Background: an optimization exercise with open tools, aiming at a short achievable clock period and few clock cycles. Do not read the settings as production practice. Function was checked by simulation only, so behaviour that the tests miss may differ from the original. Power and IR drop assume default switching activity.

==> inputs of run K <==
## ifu_line_fetch
module ifu_line_fetch
#(
  parameter int unsigned NUM_LINES  = 16,
  parameter int unsigned LINE_WORDS = 4,
  parameter int unsigned CNT_W      = 16
) (
  input  logic             clock,
  input  logic             reset,
  input  logic [31:0]      pc,
  input  logic             reqValid,
  output logic             respValid,
  output logic [31:0]      inst,
  input  logic             flush,
  output logic             busy,
  output logic [31:0]      io_addr,
  output logic             io_reqValid,
  input  logic             io_respValid,
  input  logic [31:0]      io_rdata,
  output logic [CNT_W-1:0] hit_count,
  output logic [CNT_W-1:0] miss_count
);
Settings: LEC_CHECK=0, ABC_CLOCK_PERIOD_IN_PS=2500, CAP_MARGIN=20, CORE_MARGIN=2, CORE_UTILIZATION=40, SETUP_SLACK_MARGIN=2.0, SLEW_MARGIN=20; clock period 4.0 ns.
run.sh (not shown) runs the stock make flow with config.mk's settings and CLKGATE_MAP_FILE= SYNTH_SCRIPT=/design/flow/synth_recipe.tcl, a recipe that flattens the netlist after the stock synthesis.
==> inputs of run P, as changes to run K <==
--- a/flow/design.v
+++ b/flow/design.v
@@ -20,18 +20,17 @@
   localparam int unsigned NW         = NUM_LINES * LINE_WORDS
 ) (
   input  logic             clock,
   input  logic             reset,
   input  logic [29:0]      i_lk_addr,     
   output logic             o_lk_hit,      
   output logic             o_lk_present,  
   output logic [31:0]      o_lk_data,
-  input  logic             i_alloc_en,
-  input  logic [IDX_W-1:0] i_alloc_index,
+  input  logic [NUM_LINES-1:0] i_alloc_line,
   input  logic [TAG_W-1:0] i_alloc_tag,
   input  logic [NW-1:0]    i_dw_sel,
   input  logic [31:0]      i_dw_data,
   input  logic             i_pr_en,
   input  logic [IDX_W-1:0] i_pr_index,
   input  logic [OFF_W-1:0] i_pr_word,
   input  logic             i_flush_all
 );
@@ -59,34 +58,35 @@
       o_lk_data = o_lk_data
                 | ({32{w_idx_oh[i]}} & r_data[i * LINE_WORDS + int'(i_lk_addr[OFF_W-1:0])]);
   end
   always_ff @(posedge clock or posedge reset) begin
     if (reset) begin
       r_valid <= '0;
     end else if (i_flush_all) begin
       r_valid <= '0;
-    end else if (i_alloc_en) begin
-      r_valid[i_alloc_index] <= 1'b1;
+    end else begin
+      r_valid <= r_valid | i_alloc_line;
     end
   end
   always_ff @(posedge clock or posedge reset) begin
     if (reset) begin
       r_present <= '0;
     end else begin
       for (int i = 0; i < NW; i++) begin
-        if (i_alloc_en && (i_alloc_index == IDX_W'(i / LINE_WORDS)))
+        if (i_alloc_line[i / LINE_WORDS])
           r_present[i] <= 1'b0;
         if (i_pr_en && ({i_pr_index, i_pr_word} == (IDX_W+OFF_W)'(i)))
           r_present[i] <= 1'b1;
       end
     end
   end
   always_ff @(posedge clock) begin
-    if (i_alloc_en) r_tag[i_alloc_index] <= i_alloc_tag;
+    for (int i = 0; i < NUM_LINES; i++)
+      if (i_alloc_line[i]) r_tag[i] <= i_alloc_tag;
     for (int i = 0; i < NW; i++)
       if (i_dw_sel[i]) r_data[i] <= i_dw_data;
   end
 endmodule
 module ifu_line_fetch
 #(
   parameter int unsigned NUM_LINES  = 16,
   parameter int unsigned LINE_WORDS = 4,
@@ -117,61 +117,61 @@
   logic             r_miss_wait;   
   logic [29:0]      r_pc;          
   logic             r_resp_valid;
   logic [31:0]      r_inst;
   logic [CNT_W-1:0] r_hit_count, r_miss_count;
   logic             r_missed;      
   logic [CNT_W-1:0] r_hit_prev;    
   logic             r_busy;
-  logic              r_ref_idle;    
-  logic              r_ref_active;
+  logic              r_ref_active;  
   logic              r_io_req;      
   logic [29:0]       r_io_addr;     
   logic [LINE_W-1:0] r_ref_line;    
   logic [OFF_W-1:0]  r_ref_beat;    
   logic [OFF_W-1:0]  r_ref_cnt;     
   logic              r_alloc;       
   logic [NW-1:0]     r_slot_oh;     
+  logic [NUM_LINES-1:0] r_line_oh;   
   logic              w_new, w_hit, w_miss, w_present, w_ready, w_fwd;
   logic              w_rd_done, w_last, w_pend_resp, w_new_resp, w_start_wait;
-  logic              w_pend_next, w_active_next;
+  logic              w_pend_next, w_active_next, w_io_req_next, w_busy_next, w_slot_hit;
+  logic [NW-1:0]     w_slot_next;
   logic [31:0]       w_lk_data;
   logic [29:0]       w_addr;
   logic [CNT_W-1:0]  w_hit_inc, w_miss_inc;
   logic [LINE_W-1:0] w_line_next;
   logic [OFF_W-1:0]  w_beat_next;
   logic [NW-1:0]     w_dw_sel;
   logic              w_unused;
-  assign r_ref_active = !r_ref_idle;
   assign w_unused = ^pc[1:0];
   assign w_addr   = pc[31:2];
   assign w_dw_sel = r_ref_active ? r_slot_oh : '0;
   icache_dm #(
     .NUM_LINES  (NUM_LINES),
     .LINE_WORDS (LINE_WORDS)
   ) u_icache (
     .clock         (clock),
     .reset         (reset),
     .i_lk_addr     (w_addr),
     .o_lk_hit      (w_hit),
     .o_lk_present  (w_present),
     .o_lk_data     (w_lk_data),
-    .i_alloc_en    (r_alloc),
-    .i_alloc_index (r_ref_line[IDX_W-1:0]),
+    .i_alloc_line  (r_alloc ? r_line_oh : '0),
     .i_alloc_tag   (r_ref_line[LINE_W-1:IDX_W]),
     .i_dw_sel      (w_dw_sel),
     .i_dw_data     (io_rdata),
     .i_pr_en       (w_rd_done),
     .i_pr_index    (r_ref_line[IDX_W-1:0]),
     .i_pr_word     (r_ref_beat),
     .i_flush_all   (flush)
   );
   assign w_rd_done = r_ref_active && io_respValid;
-  assign w_fwd     = w_rd_done && ({r_ref_line[IDX_W-1:0], r_ref_beat} == w_addr[SLOT_W-1:0]);
+  assign w_slot_hit = r_ref_active && ({r_ref_line[IDX_W-1:0], r_ref_beat} == w_addr[SLOT_W-1:0]);
+  assign w_fwd      = w_slot_hit && io_respValid;
   assign w_last    = w_rd_done && (r_ref_cnt == OFF_W'(LINE_WORDS - 1));
   assign w_new        = reqValid && !r_pend;
   assign w_miss       = w_new && (flush || !w_hit);
   assign w_ready      = w_present || w_fwd;
   assign w_new_resp   = w_new && !flush && w_hit && w_ready;
   assign w_pend_resp  = r_pend && !r_miss_wait && w_fwd;
   assign w_start_wait = r_miss_wait && w_last;
   assign w_pend_next  = w_new ? !w_new_resp : (r_pend && !w_pend_resp);
@@ -188,58 +188,78 @@
     end else if (w_start_wait) begin
       w_line_next = r_pc[29:OFF_W];
       w_beat_next = r_pc[OFF_W-1:0];
     end else if (w_rd_done) begin
       w_beat_next = r_ref_beat + 1'b1;
       if (w_last) w_active_next = 1'b0;
     end
   end
+  assign w_io_req_next = r_io_req ? !(w_last && !r_miss_wait) : (w_miss || r_miss_wait);
+  assign w_busy_next   = r_busy ? !(w_last && !r_miss_wait) : (w_miss || r_miss_wait);
+  always_comb begin
+    for (int i = 0; i < NW; i++) begin
+      if (!r_ref_active)
+        w_slot_next[i] = (w_addr[SLOT_W-1:0] == SLOT_W'(i));
+      else if (w_start_wait)
+        w_slot_next[i] = (r_pc[SLOT_W-1:0] == SLOT_W'(i));
+      else if (w_rd_done)
+        w_slot_next[i] = r_slot_oh[(i & ~(LINE_WORDS - 1)) | ((i - 1) & (LINE_WORDS - 1))];
+      else
+        w_slot_next[i] = r_slot_oh[i];
+    end
+  end
   always_ff @(posedge clock or posedge reset) begin
     if (reset) begin
       r_pend       <= 1'b0;
       r_miss_wait  <= 1'b0;
       r_pc         <= '0;
       r_resp_valid <= 1'b0;
       r_hit_count  <= '0;
       r_miss_count <= '0;
       r_missed     <= 1'b0;
       r_hit_prev   <= '0;
       r_busy       <= 1'b0;
-      r_ref_idle   <= 1'b1;
+      r_ref_active <= 1'b0;
       r_io_req     <= 1'b0;
       r_ref_line   <= '0;
       r_ref_beat   <= '0;
       r_ref_cnt    <= '0;
       r_alloc      <= 1'b0;
       r_slot_oh    <= '0;
+      r_line_oh    <= '0;
     end else begin
       r_resp_valid <= w_new_resp || w_pend_resp;
       if (!r_pend) r_pc <= w_addr;
       r_pend       <= w_pend_next;
-      r_busy       <= w_pend_next || w_active_next;
+      r_busy       <= w_busy_next;
       r_missed <= w_miss;
       if (r_missed) r_miss_count <= w_miss_inc;
       if (w_new) begin
         r_hit_count <= w_hit_inc;
         r_hit_prev  <= r_hit_count;
       end else if (r_missed) begin
         r_hit_count <= r_hit_prev;
       end
       if (w_miss && r_ref_active) r_miss_wait <= 1'b1;
       else if (w_start_wait || !r_ref_active) r_miss_wait <= 1'b0;
-      r_ref_idle   <= !w_active_next;
-      r_io_req     <= w_active_next;
+      r_ref_active <= w_active_next;
+      r_io_req     <= w_io_req_next;
       r_ref_line   <= w_line_next;
       r_ref_beat   <= w_beat_next;
       r_alloc      <= (!r_ref_active && w_active_next) || w_start_wait;
       if (!r_ref_active || w_start_wait) r_ref_cnt <= '0;
       else if (w_rd_done) r_ref_cnt <= r_ref_cnt + 1'b1;
-      for (int i = 0; i < NW; i++)
-        r_slot_oh[i] <= ({w_line_next[IDX_W-1:0], w_beat_next} == SLOT_W'(i));
+      r_slot_oh    <= w_slot_next;
+      for (int i = 0; i < NUM_LINES; i++) begin
+        if (!r_ref_active)
+          r_line_oh[i] <= (w_addr[SLOT_W-1:OFF_W] == IDX_W'(i));
+        else if (w_start_wait)
+          r_line_oh[i] <= (r_pc[SLOT_W-1:OFF_W] == IDX_W'(i));
+      end
     end
   end
   always_ff @(posedge clock) begin
     r_inst    <= w_fwd ? io_rdata : w_lk_data;
     r_io_addr <= {w_line_next, w_beat_next};
   end
   assign respValid   = r_resp_valid;
   assign inst        = r_inst;
==> comparison <==
Run P finished with timing, DRC and antenna clean. Run K produced a clean layout. In run K the final area is lower than in run P, by about 2.6%. In run K the non-clock buffer count is higher than in run P, by 17. First-iteration DRC count: run P is larger than run K (32%). Against run K, the worst setup slack of run P is better by 0.17 ns. In run P the core utilization is lower than in run K, by 0.20 points. Against run K, the clock power of run P is smaller by about 6%. In run P the power is higher than in run K, by 25%. Via count: run P is higher than run K (11%).
Testbench counts of run K, summed over its fixed seeds: cycles 6,397.
Testbench counts of run P, summed over its fixed seeds: cycles 6,397.

-- afterwards: timing with drivers on the ports --
No port has a modelled driver above. Below, the same layouts with a new extraction and two added sets of constraints.
Step 1 (the two cells are an assumption about what drives the block):
set clk [get_ports {clock}]
set_driving_cell -lib_cell sky130_fd_sc_hd__clkbuf_16 $clk
set_driving_cell -lib_cell sky130_fd_sc_hd__buf_2 [delete_from_list [all_inputs] $clk]
Step 2, shift: input delay + t, output delay - t, t = (earliest + latest rising clock arrival at the registers) / 2. This alone moves slack from input paths to output paths.
Three values: ideal, step 1, step 2; two values: the first two.
run	shift t [ns]	setup WS [ns]	worst hold slack (ns)	worst setup path at the end	pins driven straight from the clock port
run K	1.000	1.507 / 1.550 / 0.558	0.367 / 0.303 / 0.468	input to register	1
run P	0.936	1.677 / 1.597 / 0.660	0.350 / 0.274 / 0.466	input to register	1
After both steps every run listed still meets setup and hold. The setup slack of run P, which loses most, moves by -0.080 ns with the drivers and by -1.017 ns with both steps.
